Background: an optimization exercise with open tools, aiming at small area. Do not read the settings as production practice.
RTL that was checked went through simulation tests only; none was proved equivalent to the original.
Power is estimated from default activity; no workload was simulated.

## rev 12
==> flow/design.v <==
`default_nettype none
module averaged_current_sense (
  input  wire logic        clk,
  input  wire logic        rst,
  input  wire logic        s_valid,
  output logic             s_ready,
  input  wire logic [1:0]  s_channel,
  input  wire logic        s_kind,
  input  wire logic [11:0] s_sample,
  output logic             r_valid,
  input  wire logic        r_ready,
  output logic [1:0]       r_channel,
  output logic             r_kind,
  output logic [11:0]      r_average,
  output logic [19:0]      r_current_ma,
  input  wire logic        cfg_we,
  input  wire logic [1:0]  cfg_index,
  input  wire logic [15:0] cfg_data
);
  localparam logic [2:0] ST_CLEAR = 3'd0;
  localparam logic [2:0] ST_IDLE  = 3'd1;
  localparam logic [2:0] ST_SA    = 3'd2;    
  localparam logic [2:0] ST_SB    = 3'd3;    
  localparam logic [2:0] ST_DIV   = 3'd4;
  localparam logic [2:0] ST_MUL0  = 3'd5;    
  localparam logic [2:0] ST_MUL   = 3'd6;
  localparam logic [2:0] ST_OUT   = 3'd7;
  logic [10:0] meas_cnt;
  logic [10:0] cal_cnt;
  logic [11:0] deadband;
  logic [15:0] gain;
  logic [15:0] wdat_lo;    
  logic [15:0] wdat_hi;    
  logic [10:0] cwd_lo;
  logic [10:0] cwd_hi;
  logic [3:0]  cfg_ld;
  assign wdat_lo = cfg_data & ~{16{rst}};
  assign wdat_hi = cfg_data | {16{rst}};
  assign cwd_lo  = cfg_data[10:0] & ~{11{rst}};
  assign cwd_hi  = cfg_data[10:0] | {11{rst}};
  always_comb begin
    for (int i = 0; i < 4; i++) cfg_ld[i] = rst || (cfg_we && cfg_index == 2'(i));
  end
  always_ff @(posedge clk) begin
    if (cfg_ld[0]) meas_cnt <= {cwd_lo[10:7], cwd_hi[6], cwd_lo[5:0]};
    if (cfg_ld[1]) cal_cnt  <= {cwd_lo[10:8], cwd_hi[7:6], cwd_lo[5:4], cwd_hi[3], cwd_lo[2:0]};
    if (cfg_ld[2]) deadband <= {wdat_lo[11:8], wdat_hi[7], wdat_lo[6:5], wdat_hi[4],
                                wdat_lo[3], wdat_hi[2], wdat_lo[1], wdat_hi[0]};
    if (cfg_ld[3]) gain     <= {wdat_lo[15:13], wdat_hi[12], wdat_lo[11], wdat_hi[10],
                                wdat_lo[9:6], wdat_hi[5], wdat_lo[4:3], wdat_hi[2:1], wdat_lo[0]};
  end
  logic [5:0]  pos;
  logic [2:0]  state;
  logic [3:0]  k;         
  logic [1:0]  rch;
  logic        rkind;
  logic [3:0]  idx;
  assign idx = pos[3:0];
  logic at43, at44, at45, at12, at22, at32, at33;
  logic lo12;      
  logic le21;      
  logic w12_23;    
  logic w22_31;    
  logic w22_33;    
  logic w32_43;    
  assign at12   = (pos == 6'd12);
  assign at22   = (pos == 6'd22);
  assign at33   = (pos == 6'd33);
  assign at32   = (pos == 6'd32);
  assign at43   = (pos == 6'd43);
  assign at44   = (pos == 6'd44);
  assign at45   = (pos == 6'd45);
  assign lo12   = (pos < 6'd12);
  assign le21   = (pos <= 6'd21);
  assign w12_23 = (pos >= 6'd12) && (pos <= 6'd23);
  assign w22_31 = (pos >= 6'd22) && (pos <= 6'd31);
  assign w22_33 = (pos >= 6'd22) && (pos <= 6'd33);
  assign w32_43 = (pos >= 6'd32) && (pos <= 6'd43);
  logic [45:0] ring [4];
  logic        hb;        
  logic        wr;        
  logic        wbit;
  logic        clearing;
  assign clearing = (state == ST_CLEAR);
  assign hb       = ring[rch][45];
  always_ff @(posedge clk) begin
    for (int c = 0; c < 4; c++) begin
      ring[c] <= {ring[c][44:0],
                  !clearing && ((wr && rch == 2'(c)) ? wbit : ring[c][45])};
    end
  end
  logic [11:0] q;       
  logic [11:0] rem;     
  logic [7:0]  pl;      
  logic        c;       
  logic        cb;      
  logic        ge;      
  logic        tmp;     
  logic        s_a, s_b, s_ci, s_s, s_co;
  logic [15:0] tgtv;
  logic [10:0] tgt;
  logic        len_hi;
  assign tgt  = rkind ? cal_cnt : meas_cnt;
  always_comb begin
    tgtv = '0;
    tgtv[0] = tgt[10];
    for (int j = 0; j < 10; j++) tgtv[6+j] = tgt[j];
  end
  assign s_a  = hb && !tmp;
  assign s_b  = lo12 && s_sample[idx];
  assign s_ci = at22 ? 1'b1 : ((pos == 6'd0) ? 1'b0 : c);
  assign s_s  = s_a ^ s_b ^ s_ci;
  assign s_co = (s_a & s_b) | (s_ci & (s_a ^ s_b));
  logic        g_a, g_b, g_in, g_out;
  assign g_a   = at32 ? c : s_s;
  assign g_b   = tgtv[idx];
  assign g_in  = at22 ? 1'b1 : ge;
  assign g_out = at32 ? (g_a | (g_in & !g_b)) : ((g_a & !g_b) | (g_in & (g_a | !g_b)));
  logic        d_x, d_d, d_op, d_ci, d_s, d_co;
  assign d_x  = at22 ? cb : rem[0];
  assign d_d  = (pos <= 6'd31) ? hb : ((pos == 6'd32) && tmp);
  assign d_op = d_d ^ q[0];
  assign d_ci = at22 ? q[0] : c;
  assign d_s  = d_x ^ d_op ^ d_ci;
  assign d_co = (d_x & d_op) | (d_ci & (d_x ^ d_op));
  logic        m_q, m_o, m_bi, m_corr, m_bo;
  assign m_q    = q[idx];
  assign m_o    = !hb;
  assign m_bi   = at32 ? 1'b1 : cb;
  assign m_corr = m_q ^ m_o ^ m_bi;
  assign m_bo   = (m_q & m_o) | (m_bi & (m_q ^ m_o));
  logic        p_b, p_in, p_out;
  assign p_b   = deadband[idx];
  assign p_in  = at32 ? 1'b1 : ge;
  assign p_out = (m_corr & !p_b) | (p_in & (m_corr | !p_b));
  logic        t_a, t_b, t_ci, t_s, t_co;
  assign t_a  = rem[0] && (state == ST_MUL) && !at44;
  assign t_b  = m_corr && ge && gain[~k] && (state == ST_MUL) && !at44;
  assign t_ci = at32 ? 1'b0 : c;
  assign t_s  = t_a ^ t_b ^ t_ci;
  assign t_co = (t_a & t_b) | (t_ci & (t_a ^ t_b));
  always_comb begin
    wr   = 1'b0;
    wbit = 1'b0;
    case (state)
      ST_SA: begin
        wr   = at44;
        wbit = rkind;
      end
      ST_SB: begin
        wr   = le21 || w22_31 || at45;
        wbit = at45 ? !ge : s_s;
      end
      ST_MUL0: begin
        wr   = w32_43 && rkind;
        wbit = m_q;
      end
      default: begin
      end
    endcase
  end
  assign s_ready = (state == ST_SB) && at45;
  always_ff @(posedge clk) begin
    if (rst)        pos <= 6'd0;
    else if (at45)  pos <= 6'd0;
    else            pos <= pos + 6'd1;
  end
  always_ff @(posedge clk) begin
    if (rst) begin
      state <= ST_CLEAR;
    end else begin
      case (state)
        ST_CLEAR: if (at45) state <= ST_IDLE;
        ST_IDLE:  if (s_valid && at43) state <= ST_SA;
        ST_SA:    if (at45) state <= ST_SB;
        ST_SB:    if (at45) state <= ge ? ST_DIV : ST_IDLE;
        ST_DIV:   if (at45 && k == 4'd15) state <= ST_MUL0;
        ST_MUL0:  if (at44) state <= ST_MUL;
        ST_MUL:   if (at44 && k == 4'd0) state <= ST_OUT;
        ST_OUT:   if (r_ready) state <= ST_IDLE;
        default:  state <= ST_CLEAR;
      endcase
    end
  end
  always_ff @(posedge clk) begin
    case (state)
      ST_IDLE: begin
        rch   <= s_channel;
        rkind <= s_kind;
      end
      ST_SA: begin
        if (at44) tmp <= hb;                         
        if (at45) tmp <= !hb || (tmp != rkind);      
      end
      ST_SB: begin
        c <= s_co;
        if (w22_31 || at32) ge <= g_out;
        if (w12_23) rem <= {le21 && s_s, rem[11:1]};
        if (at32) tmp <= c;                          
        if (at45) begin
          q[0] <= 1'b1;                              
          k    <= 4'd11;
        end
      end
      ST_DIV: begin
        if (lo12 && idx == k) cb <= hb;
        if (w22_33) begin
          c       <= d_co;
          rem[11] <= d_s;
        end
        if (w22_33 && !at22) rem[10:0] <= rem[11:1];
        if (at33) begin
          q <= {q[10:0], !d_s};
          k <= k - 4'd1;
        end
      end
      ST_MUL0, ST_MUL: begin
        if (w32_43) cb <= m_bo;
        if (w32_43 && state == ST_MUL0) ge <= p_out;
        if (w32_43 || at44) begin
          c   <= t_co;
          rem <= {at44 ? c : t_s, rem[11:1]};
        end
        if (at44) begin
          pl <= {rem[0], pl[7:1]};
          if (state == ST_MUL0) ge <= !rkind && cb && ge;
          else                  k <= k - 4'd1;
        end
      end
      default: begin
      end
    endcase
  end
  assign r_valid      = (state == ST_OUT);
  assign r_channel    = rch;
  assign r_kind       = rkind;
  assign r_average    = q;
  assign r_current_ma = {rem, pl};
endmodule
`default_nettype wire
Settings: LEC_CHECK=0, CAP_MARGIN=20, CORE_MARGIN=2, CORE_UTILIZATION=40, SLEW_MARGIN=20; clock period 8.5 ns.
standard.sh (not shown) runs the stock make flow with config.mk's settings and CLKGATE_MAP_FILE= SYNTH_SCRIPT=/design/flow/synth_recipe.tcl, a recipe that flattens the netlist after the stock synthesis.
==> flow/flow/run.sh <==
#!/bin/bash
# Layout flow: the standard.sh with these changes.
#  - Synthesis is the standard flow's synthesis script (synth_recipe.tcl, ORFS synth.tcl) with
#    only ABC's script replaced by flow/abc_area.script, an area-oriented mapping.
#    Flip-flops are mapped before ABC runs, so the registers are the standard ones.
#  - The port buffers are sky130_fd_sc_hd__buf_1 instead of the resizer's pick.
#  - Clock tree synthesis clusters more flip-flops per leaf buffer.
# Each ORFS step writes its own log under orfs/logs; make's output goes to
# standard.log.
set -euo pipefail
here=$PWD

# synthesis script: a copy of ORFS's synth.tcl whose abc call uses our script
sed "s#log_cmd abc {\*}\$abc_args#set abc_args [lreplace \$abc_args 1 1 $here/flow/abc_area.script]; log_cmd abc {*}\$abc_args#" \
  "$FLOW_HOME/scripts/synth.tcl" > "$here/synth_area.tcl"
grep -q "abc_area.script" "$here/synth_area.tcl"
sed "s#source \$::env(SCRIPTS_DIR)/synth.tcl#source $here/synth_area.tcl#" \
  "$here/synth_recipe.tcl" > "$here/synth_recipe_area.tcl"
grep -q "synth_area.tcl" "$here/synth_recipe_area.tcl"
sed "s#SYNTH_SCRIPT=[^ ]*#SYNTH_SCRIPT=$here/synth_recipe_area.tcl#" \
  "$here/standard.sh" > "$here/standard_area.sh"
grep -q "synth_recipe_area.tcl" "$here/standard_area.sh"

export BUFFER_PORTS_ARGS="-buffer_cell sky130_fd_sc_hd__buf_1"
export CTS_ARGS="-sink_clustering_enable -repair_clock_nets -buf_list sky130_fd_sc_hd__clkbuf_16 -sink_clustering_size 33 -sink_clustering_max_diameter 150 -dont_use_dummy_load -root_buf sky130_fd_sc_hd__clkbuf_8"
bash "$here/standard_area.sh" > "$here/standard.log" 2>&1
==> flow/flow/abc_area.script <==
strash
dch -f
amap
strash
dch -f
amap
topo
stime -c
Edits applied to the flow inputs when going from rev 12 to rev 13:
--- a/flow/design.v
+++ b/flow/design.v
@@ -97,5 +97,5 @@
   logic        ge;      
   logic        tmp;     
-  logic        s_a, s_b, s_ci, s_s, s_co;
+  logic        s_a, s_b, s_ci, s_s;
   logic [15:0] tgtv;
   logic [10:0] tgt;
@@ -110,6 +110,4 @@
   assign s_b  = lo12 && s_sample[idx];
   assign s_ci = at22 ? 1'b1 : ((pos == 6'd0) ? 1'b0 : c);
-  assign s_s  = s_a ^ s_b ^ s_ci;
-  assign s_co = (s_a & s_b) | (s_ci & (s_a ^ s_b));
   logic        g_a, g_b, g_in, g_out;
   assign g_a   = at32 ? c : s_s;
@@ -117,11 +115,9 @@
   assign g_in  = at22 ? 1'b1 : ge;
   assign g_out = at32 ? (g_a | (g_in & !g_b)) : ((g_a & !g_b) | (g_in & (g_a | !g_b)));
-  logic        d_x, d_d, d_op, d_ci, d_s, d_co;
+  logic        d_x, d_d, d_op, d_ci, d_s;
   assign d_x  = at22 ? cb : rem[0];
   assign d_d  = (pos <= 6'd31) ? hb : ((pos == 6'd32) && tmp);
   assign d_op = d_d ^ q[0];
   assign d_ci = at22 ? q[0] : c;
-  assign d_s  = d_x ^ d_op ^ d_ci;
-  assign d_co = (d_x & d_op) | (d_ci & (d_x ^ d_op));
   logic        m_q, m_o, m_bi, m_corr, m_bo;
   assign m_q    = q[idx];
@@ -134,10 +130,21 @@
   assign p_in  = at32 ? 1'b1 : ge;
   assign p_out = (m_corr & !p_b) | (p_in & (m_corr | !p_b));
-  logic        t_a, t_b, t_ci, t_s, t_co;
+  logic        t_a, t_b, t_ci, t_s;
   assign t_a  = rem[0] && (state == ST_MUL) && !at44;
   assign t_b  = m_corr && ge && gain[~k] && (state == ST_MUL) && !at44;
   assign t_ci = at32 ? 1'b0 : c;
-  assign t_s  = t_a ^ t_b ^ t_ci;
-  assign t_co = (t_a & t_b) | (t_ci & (t_a ^ t_b));
+  logic        u_a, u_b, u_ci, u_s, u_co;
+  always_comb begin
+    case (state)
+      ST_SB:   begin u_a = s_a; u_b = s_b;  u_ci = s_ci; end
+      ST_DIV:  begin u_a = d_x; u_b = d_op; u_ci = d_ci; end
+      default: begin u_a = t_a; u_b = t_b;  u_ci = t_ci; end
+    endcase
+  end
+  assign u_s  = u_a ^ u_b ^ u_ci;
+  assign u_co = (u_a & u_b) | (u_ci & (u_a ^ u_b));
+  assign s_s  = u_s;
+  assign d_s  = u_s;
+  assign t_s  = u_s;
   always_comb begin
     wr   = 1'b0;
@@ -161,4 +168,5 @@
   end
   assign s_ready = (state == ST_SB) && at45;
+  always_ff @(posedge clk) c <= u_co;
   always_ff @(posedge clk) begin
     if (rst)        pos <= 6'd0;
@@ -194,5 +202,4 @@
       end
       ST_SB: begin
-        c <= s_co;
         if (w22_31 || at32) ge <= g_out;
         if (w12_23) rem <= {le21 && s_s, rem[11:1]};
@@ -205,8 +212,5 @@
       ST_DIV: begin
         if (lo12 && idx == k) cb <= hb;
-        if (w22_33) begin
-          c       <= d_co;
-          rem[11] <= d_s;
-        end
+        if (w22_33) rem[11] <= d_s;
         if (w22_33 && !at22) rem[10:0] <= rem[11:1];
         if (at33) begin
@@ -218,8 +222,5 @@
         if (w32_43) cb <= m_bo;
         if (w32_43 && state == ST_MUL0) ge <= p_out;
-        if (w32_43 || at44) begin
-          c   <= t_co;
-          rem <= {at44 ? c : t_s, rem[11:1]};
-        end
+        if (w32_43 || at44) rem <= {t_s, rem[11:1]};
         if (at44) begin
           pl <= {rem[0], pl[7:1]};
==> notes.md <==
Summary of rev 13 over rev 12: synthesized cell count -2, via count ~0 delta, total track usage +0.55 points. Compared with rev 12, in rev 13 worst hold slack dropped 0.0030 ns; proportion of power drawn by the clock network dropped 0.5 points; routed length per instance climbed 4.0%; number of synthesized register bits barely changed. Row overall routed net length: rev 13 higher / rev 12 lower. On mean number of vias per cell, rev 13 and rev 12 are basically level. Compared with rev 12, rev 13 shows worst reg2reg path depth higher by 1. Looking at depth of the critical timing path with buffers and inverters included, rev 13 sits 7 higher than rev 12 does. The run showing the greater final critical-path required period is rev 13. Sort rev 13 and rev 12 by detailed-route wire length on metal 1, descending, and rev 13 comes first.
Only the layout flow was run in rev 13; the RTL was not checked for function there.

==> separate check: timing with driven ports <==
How much do the figures lean on ideal ports? The routed layouts below were timed once more, with nothing changed but the port constraints.
Step 1 (the two cells are an assumption about what drives the block):
set clk [get_ports {clk}]
set_driving_cell -lib_cell sky130_fd_sc_hd__clkbuf_16 $clk
set_driving_cell -lib_cell sky130_fd_sc_hd__buf_2 [delete_from_list [all_inputs] $clk]
Step 2 also shifts input and output timing later by t, the mid clock arrival at the registers, as if the neighbouring blocks saw the same clock.
a / b / c = no drivers / after step 1 / after step 2; a / b = the first two.
run | t, ns | setup WS [ns] | worst setup path at the end
rev 12 | 0.537 | 3.627 / 3.589 / 4.075 | register to register
rev 13 | 0.538 | 3.068 / 3.068 / 3.068 | register to register
After both steps every run listed still meets setup and hold.
